Source: an optimization exercise on an open RTL-to-GDS flow (aim: small area, a short achievable clock period and few clock cycles per item). Production flows keep margins and buffers that such runs may drop.
Function was checked by simulation only, so behaviour that the tests miss may differ from the original.

File: design.v
package cdd_pkg;
  localparam int DayW   = 5;
  localparam int MonW   = 4;
  localparam int YearW  = 14;
  localparam int QuoW   = 8;                 
  localparam int PartW  = 12;                
  localparam int MaddW  = 9;                 
  localparam int OrdW   = 23;                
  localparam int CountW = 22;                
  localparam int Div100Mul   = 5243;
  localparam int Div100Shift = 19;
  localparam int ProdW       = YearW + 13;
  localparam logic [YearW-1:0]  YearDefault  = YearW'(2000);
  localparam logic [MonW-1:0]   MonJan       = MonW'(1);
  localparam logic [MonW-1:0]   MonFeb       = MonW'(2);
  localparam logic [MonW-1:0]   MonDec       = MonW'(12);
  localparam logic [CountW-1:0] DayCountMax  = {CountW{1'b1}};
  typedef logic [OrdW-1:0]   ord_t;
  typedef logic [YearW-1:0]  year_t;
  typedef logic [QuoW-1:0]   quo_t;
endpackage
import cdd_pkg::*;
module calendar_day_difference
(
  input  logic              clk,
  input  logic              rst_n,
  input  logic              start,
  output logic              busy,
  input  logic [DayW-1:0]   in_first_day,
  input  logic [MonW-1:0]   in_first_month,
  input  logic [YearW-1:0]  in_first_year,
  input  logic [DayW-1:0]   in_second_day,
  input  logic [MonW-1:0]   in_second_month,
  input  logic [YearW-1:0]  in_second_year,
  output logic              out_valid,
  output logic [CountW-1:0] out_day_count
);
  function automatic logic [MaddW-1:0] month_start(input logic [MonW-1:0] m);
    logic [MaddW-1:0] r;
    unique case (m)
      4'd1:    r = 9'd0;
      4'd2:    r = 9'd31;
      4'd3:    r = 9'd59;
      4'd4:    r = 9'd90;
      4'd5:    r = 9'd120;
      4'd6:    r = 9'd151;
      4'd7:    r = 9'd181;
      4'd8:    r = 9'd212;
      4'd9:    r = 9'd243;
      4'd10:   r = 9'd273;
      4'd11:   r = 9'd304;
      4'd12:   r = 9'd334;
      default: r = 9'd0;
    endcase
    month_start = r;
  endfunction
  function automatic logic [DayW-1:0] month_len(input logic [MonW-1:0] m,
                                                input logic leap);
    logic [DayW-1:0] r;
    unique case (m)
      4'd2:    r = leap ? 5'd29 : 5'd28;
      4'd4,
      4'd6,
      4'd9,
      4'd11:   r = 5'd30;
      default: r = 5'd31;
    endcase
    month_len = r;
  endfunction
  logic              accept;
  logic [DayW-1:0]   in_day  [2];
  logic [MonW-1:0]   in_mon  [2];
  logic [YearW-1:0] in_year [2];
  assign busy   = 1'b0;
  assign accept = start & ~busy;
  assign in_day[0]  = in_first_day;
  assign in_mon[0]  = in_first_month;
  assign in_year[0] = in_first_year;
  assign in_day[1]  = in_second_day;
  assign in_mon[1]  = in_second_month;
  assign in_year[1] = in_second_year;
  logic              s1_vld_r, s1_vld_nxt;
  logic [DayW-1:0]   s1_day_r  [2], s1_day_nxt  [2];
  logic [MonW-1:0]   s1_mon_r  [2], s1_mon_nxt  [2];
  logic [YearW-1:0] s1_year_r [2];
  logic [YearW-1:0] s1_year_nxt [2];
  logic [YearW-1:0] s1_prev_r [2];
  logic [YearW-1:0] s1_prev_nxt [2];
  logic [QuoW-1:0] s1_qy_r [2];    
  logic [QuoW-1:0] s1_qy_nxt [2];
  logic [QuoW-1:0] s1_qp_r [2];    
  logic [QuoW-1:0] s1_qp_nxt [2];
  logic [QuoW-1:0] s1_qp4_r [2];    
  logic [QuoW-1:0] s1_qp4_nxt [2];
  always_comb begin
    logic [ProdW-1:0] prod_y, prod_p, prod_p4;
    logic [YearW-1:0] yr, pv;
    s1_vld_nxt = accept;
    for (int i = 0; i < 2; i++) begin
      s1_mon_nxt[i] = (in_mon[i] == '0 || in_mon[i] > MonDec) ? MonJan : in_mon[i];
      yr            = (in_year[i] == '0) ? YearDefault : in_year[i];
      pv            = yr - YearW'(1);
      prod_y        = ProdW'(yr) * ProdW'(Div100Mul);
      prod_p        = ProdW'(pv) * ProdW'(Div100Mul);
      prod_p4       = ProdW'(pv[YearW-1:2]) * ProdW'(Div100Mul);
      s1_day_nxt[i]  = in_day[i];
      s1_year_nxt[i] = yr;
      s1_prev_nxt[i] = pv;
      s1_qy_nxt[i]   = prod_y[Div100Shift +: QuoW];
      s1_qp_nxt[i]   = prod_p[Div100Shift +: QuoW];
      s1_qp4_nxt[i]  = prod_p4[Div100Shift +: QuoW];
    end
  end
  logic              s2_vld_r, s2_vld_nxt;
  logic [OrdW-1:0] s2_p365_r [2];
  logic [OrdW-1:0] s2_p365_nxt [2];
  logic [PartW-1:0]  s2_part_r [2], s2_part_nxt [2];
  logic [MaddW-1:0]  s2_madd_r [2], s2_madd_nxt [2];
  logic [DayW-1:0]   s2_day_r  [2], s2_day_nxt  [2];
  always_comb begin
    logic            leap, cent;
    logic [YearW-1:0] hund;
    logic [DayW-1:0] len;
    s2_vld_nxt = s1_vld_r;
    for (int i = 0; i < 2; i++) begin
      hund = YearW'(s1_qy_r[i]) * YearW'(100);
      cent = (hund == s1_year_r[i]);
      leap = (s1_year_r[i][1:0] == 2'b00 && !cent) ||
             (cent && s1_qy_r[i][1:0] == 2'b00);
      len  = month_len(s1_mon_r[i], leap);
      s2_day_nxt[i]  = (s1_day_r[i] > len) ? DayW'(1) : s1_day_r[i];
      s2_p365_nxt[i] = OrdW'(s1_prev_r[i]) * OrdW'(365);
      s2_part_nxt[i] = PartW'(s1_prev_r[i][YearW-1:2]) - PartW'(s1_qp_r[i])
                       + PartW'(s1_qp4_r[i]);
      s2_madd_nxt[i] = month_start(s1_mon_r[i])
                       + MaddW'(leap && s1_mon_r[i] > MonFeb);
    end
  end
  logic s3_vld_r, s3_vld_nxt;
  logic [OrdW-1:0] s3_ord_r [2];
  logic [OrdW-1:0] s3_ord_nxt [2];
  always_comb begin
    s3_vld_nxt = s2_vld_r;
    for (int i = 0; i < 2; i++) begin
      s3_ord_nxt[i] = s2_p365_r[i] + OrdW'(s2_part_r[i]) + OrdW'(s2_madd_r[i])
                      + OrdW'(s2_day_r[i]);
    end
  end
  logic              s4_vld_r, s4_vld_nxt;
  logic [CountW-1:0] s4_cnt_r, s4_cnt_nxt;
  always_comb begin
    logic [OrdW-1:0] diff;
    s4_vld_nxt = s3_vld_r;
    diff = (s3_ord_r[0] > s3_ord_r[1]) ? (s3_ord_r[0] - s3_ord_r[1])
                                       : (s3_ord_r[1] - s3_ord_r[0]);
    s4_cnt_nxt = diff[OrdW-1] ? DayCountMax : diff[CountW-1:0];
  end
  always_ff @(posedge clk) begin
    for (int i = 0; i < 2; i++) begin
      s1_day_r[i]  <= s1_day_nxt[i];
      s1_mon_r[i]  <= s1_mon_nxt[i];
      s1_year_r[i] <= s1_year_nxt[i];
      s1_prev_r[i] <= s1_prev_nxt[i];
      s1_qy_r[i]   <= s1_qy_nxt[i];
      s1_qp_r[i]   <= s1_qp_nxt[i];
      s1_qp4_r[i]  <= s1_qp4_nxt[i];
      s2_p365_r[i] <= s2_p365_nxt[i];
      s2_part_r[i] <= s2_part_nxt[i];
      s2_madd_r[i] <= s2_madd_nxt[i];
      s2_day_r[i]  <= s2_day_nxt[i];
      s3_ord_r[i]  <= s3_ord_nxt[i];
    end
    s4_cnt_r <= s4_cnt_nxt;
  end
  always_ff @(posedge clk) begin
    if (!rst_n) begin
      s1_vld_r <= 1'b0;
      s2_vld_r <= 1'b0;
      s3_vld_r <= 1'b0;
      s4_vld_r <= 1'b0;
    end else begin
      s1_vld_r <= s1_vld_nxt;
      s2_vld_r <= s2_vld_nxt;
      s3_vld_r <= s3_vld_nxt;
      s4_vld_r <= s4_vld_nxt;
    end
  end
  assign out_valid     = s4_vld_r;
  assign out_day_count = s4_cnt_r;
endmodule
File: config.mk
export PLATFORM = sky130hd
export DESIGN_NAME = calendar_day_difference
export DESIGN_NICKNAME = calendar_day_difference
export VERILOG_FILES = /design/flow/design.v
export SDC_FILE = /design/flow/constraint.sdc
export NUM_CORES = 4
export LEC_CHECK = 0
export CAP_MARGIN = 20
export CORE_MARGIN = 2
export CORE_UTILIZATION = 40
export SLEW_MARGIN = 20
File: run.sh
#!/bin/bash
# synth_recipe.tcl (not shown) runs the flow's synth.tcl, then flattens the netlist and writes it again
# the make line also repeats each setting of config.mk as NAME=value (left out here)
make -C /OpenROAD-flow-scripts/flow DESIGN_CONFIG=/design/flow/config.mk WORK_HOME=/design/flow/orfs CLKGATE_MAP_FILE= SYNTH_SCRIPT=/design/flow/synth_recipe.tcl finish
File: constraint.sdc
create_clock -name core_clock -period 9.5 [get_ports {clk}]
set_input_delay 1.9000 -clock core_clock [delete_from_list [all_inputs] [get_ports {clk}]]
set_output_delay 1.9000 -clock core_clock [all_outputs]
set_load 0.01 [all_outputs]
==> run summary <==
## logic make-up (layout without fill, tap and decap cells)
kind of cell | after synthesis | in the layout | synth area share [%]
AOI/OAI and AO/OA | 505 | 505 | 8.71
DFF | 306 | 306 | 16.0
adders and majority gates | 1310 | 1310 | 51.7
and+or+nand+nor | 620 | 620 | 7.99
muxes | 25 | 25 | 0.666
other | 1 | 1 | 0.00979
xor gates and xnor gates | 199 | 199 | 4.60
buffers and inverters | 1044 | 1232 | 10.3
## worst paths after layout
| kind | to | slack [ns] | cells past startpoint |
|---|---|---|---|
| hold / removal | s4_vld_r | 0.43 | 1 |
| hold reg to reg | s4_vld_r | 0.43 | 1 |
| setup / recovery | s1_qp_r[1][7] | 0.48 | 27 |
| setup reg to reg | s2_p365_r[0][22] | 4.47 | 18 |
## metal layers
metal  track usage, %  vias up
met5                0        -
met4             3.35        4
met3             1.92       89
met2             29.6      330
met1             24.5    12600
li1                 -    13200
## layout by cell type, fill, tap and decap left out, types with 71 or more instances in the layout
cell type / instances
sky130_fd_sc_hd__nand2_1: 155
sky130_fd_sc_hd__a21oi_1: 145
sky130_fd_sc_hd__o21ai_0: 91
sky130_fd_sc_hd__xnor2_1: 160
sky130_fd_sc_hd__inv_1: 1005
sky130_fd_sc_hd__buf_4: 85
sky130_fd_sc_hd__dfxtp_1: 306
sky130_fd_sc_hd__ha_1: 853
sky130_fd_sc_hd__clkdlybuf4s50_1: 71
sky130_fd_sc_hd__nor2_1: 155
sky130_fd_sc_hd__fa_1: 457
## state kept, by name, summed over array words and instances, names as in the netlist, named ones only
signal / count
s2_p365_r: 46
s1_qp4_r: 12
s2_day_r: 10
s3_vld_r: 1
s1_year_r: 28
s1_vld_r: 1
s2_vld_r: 1
s4_vld_r: 1
s2_madd_r: 18
s1_qy_r: 16
s3_ord_r: 46
s4_cnt_r: 22
s2_part_r: 24
s1_mon_r: 8
s1_qp_r: 16
s1_day_r: 10
s1_prev_r: 28
## per-stage QoR
stage | std cells | setup TNS (ns) | worst slack (ns)
final | 5463 | 0 | 0.476
after global routing | 5463 | 0 | 0.0324
after CTS | 5463 | 0 | 0.133
after detailed placement | 5393 | -1.92 | -0.442
after global placement | 5393 | -0.839 | -0.325
after floorplan | 4010 | 0 | 0.276
## final cells by class
type | instances | area (um^2) | share of cell area [%]
clock buffer | 50 | 1110 | 2.61
tap | 1265 | 1580 | 3.72
timing repair buffer | 156 | 1350 | 3.17
inverter | 1006 | 3780 | 8.89
multi-input combinational | 2660 | 28300 | 66.5
clock inverter | 20 | 283 | 0.665
sequential | 306 | 6130 | 14.4
==> qor.log <==
INFO  timing         setup_viol_count_final=0
INFO  worst_setup_path timing.critical_path.mode_cell=sky130_fd_sc_hd__fa_1
INFO  floorplanning  dieWidth=314um
INFO  global_route   first_global_vias=27400
INFO  layout         drive_gt1_share=4.69%
INFO  layout         final_cell_area=0.0425mm^2
INFO  status         run_status=finished clean
INFO  routing        route.detailed.wl_per_inst=15.2um
INFO  layout         nFillCells=9106
INFO  logic_synthesis ys_ff_latch=306
INFO  layout         final_util=44.7%
INFO  worst_setup_path crit_path_from=in_second_year[11]
INFO  worst_setup_path worst-endpoint-required=9.99ns
INFO  clock_network  clkLatencyLatePin=0.58ns
INFO  routing        finalWirelength=83300um
INFO  worst_setup_path cp_slowest_stage_delay=0.59ns
INFO  clock_network  cts-root-buf=sky130_fd_sc_hd__clkbuf_16
INFO  clock_network  cts_made_buffers=40
INFO  layout         layout-area-overhead-vs-synth=10.9%
INFO  logic_synthesis synth_seq_area_share=16.0%
INFO  routing        detailedRoute.firstIterationViolations=1047
INFO  timing         slew_violations=0
INFO  floorplanning  io-pin-count=73
INFO  logic_synthesis synth_edf_count=0
INFO  routing        drt.antenna.violating_nets=0
INFO  timing         grt_setup_unrepaired=no
INFO  logic_synthesis syn-instance-count=4010
INFO  timing         slew_headroom=32.8%
INFO  place          gp_congestion=0.905
INFO  run            drv.max_cap_violation_count=0
INFO  global_route   initial_antenna_violation_count=3
INFO  clock_network  cts-htree-levels=2
INFO  logic_synthesis number_of_warnings_issued_by_yosys=28
INFO  place          placement.io_buffers=71
INFO  global_route   grt_usage=17.6%
INFO  routing        route.detailed.drc=0
INFO  worst_setup_path worstReg2RegStart=s1_prev_r[0][0]
INFO  logic_synthesis most_repeated_cell_in_the_gate_level_netlist_after_synthesis=sky130_fd_sc_hd__inv_1
INFO  routing        met2RoutedLength=38500um
INFO  logic_synthesis syn_avg_cell_area=9.56um^2
INFO  timing         clock_skew=0.0367ns
INFO  floorplanning  standard_cell_rows=113
INFO  logic_synthesis postSynth.topFlopCell=sky130_fd_sc_hd__dfxtp_1
INFO  worst_setup_path criticalPathCategory=input pin to flop
INFO  timing         report.final.hold_viol_count=0
INFO  timing         share_of_the_clock_period_used_by_the_worst_path_after_layout=95.0%
INFO  clock_network  tritoncts=done
INFO  timing         max_clock_freq=111MHz
INFO  clock_network  cts.sink_count=306
INFO  floorplanning  floorplan.die.height=314um
INFO  logic_synthesis synth_fp_nets=5369
INFO  layout         number_of_nets_in_the_layout=5529
INFO  clock_network  clk_pin_slew_worst_paths=0.06ns
INFO  worst_setup_path cp_top_family=adder cells
INFO  routing        firstDrtPassIters=5
INFO  clock_network  clk_path_buf_depth=3
INFO  logic_synthesis synth_top_cells_by_area=sky130_fd_sc_hd__ha_1, sky130_fd_sc_hd__fa_1, sky130_fd_sc_hd__dfxtp_1
INFO  timing         holdWs=0.428ns
INFO  worst_setup_path worstSetupStartpointType=input pin
INFO  logic_synthesis number_of_different_library_cells_in_the_post_synthesis_netlist=88
INFO  place          placed_area=0.0411mm^2
INFO  logic_synthesis synth_top_area_cell=sky130_fd_sc_hd__ha_1
INFO  worst_setup_path timing.critical_path.slowest_stage_cell=sky130_fd_sc_hd__or4_4
INFO  logic_synthesis synth_top_area_share=27.9%
INFO  timing         max_slew.worst_pin.slew=1.01ns
INFO  floorplanning  floorplan.core_area=0.0950mm^2
INFO  routing        top_signal_layer_used=met5
INFO  worst_setup_path crit_path_max_fanout=7
INFO  layout         antennaDiodeCount=0
INFO  timing         finalCriticalPeriod=9.02ns
INFO  floorplanning  dieArea=0.0983mm^2
INFO  worst_setup_path setup.worst_path.end_class=flop
INFO  clock_network  post_cts.resized_instances=0
INFO  global_route   grt_remaining_overflow=0
INFO  worst_setup_path worst-endpoint-arrival=9.52ns
INFO  floorplanning  start_util=40.3%
INFO  logic_synthesis netlist_top_cells_count=sky130_fd_sc_hd__inv_1, sky130_fd_sc_hd__ha_1, sky130_fd_sc_hd__fa_1
INFO  clock_network  hold_buffers=0
INFO  global_route   grt_first_pass_wirelength=140000um
INFO  routing        wl_met3=2570um
INFO  clock_network  post_cts_buffers=0
INFO  logic_synthesis async_flop_share=0%
INFO  routing        met1Wirelength=40800um
INFO  worst_setup_path critical_path_buf_inv_count=4
INFO  routing        via_count=26200
INFO  hold_path      worst_hold_startpoint=s3_vld_r
INFO  hold_path      hold_class=flop to flop
INFO  global_route   maximum_number_of_pins_on_one_net_before_global_route_repair=16
INFO  place          dp_hpwl=72600um
INFO  logic_synthesis synthesis.area=0.0383mm^2
INFO  routing        viasPerCell=4.80
Testbench counts, summed over its fixed seeds: cycles 16,040, items 16,000.

[static timing again, ports no longer ideal]
The results above use ideal ports. As a check the final layout listed here was re-extracted and re-timed, cells and wires unchanged. Step 1 sets driving cells, clkbuf_16 on the clock port and buf_2 on the other inputs (assumed; they add their load-dependent delay and slew). Step 2, shift: input delay + t, output delay - t, t = (earliest + latest rising clock arrival at the registers) / 2. This alone moves slack from input paths to output paths. Slacks: ideal / step 1 / step 2; pairs: ideal / step 1.
t, ns: 0.623
setup WS [ns]: 0.476 / 0.517 / -0.106
worst register clock-pin slew, ns: 0.07 / 0.07
worst data-port slew with drivers (ns): 0.10
With both steps, setup timing fails in this run, where it was met with ideal ports. The setup slack of this run moves by +0.041 ns with the drivers and by -0.582 ns with both steps.
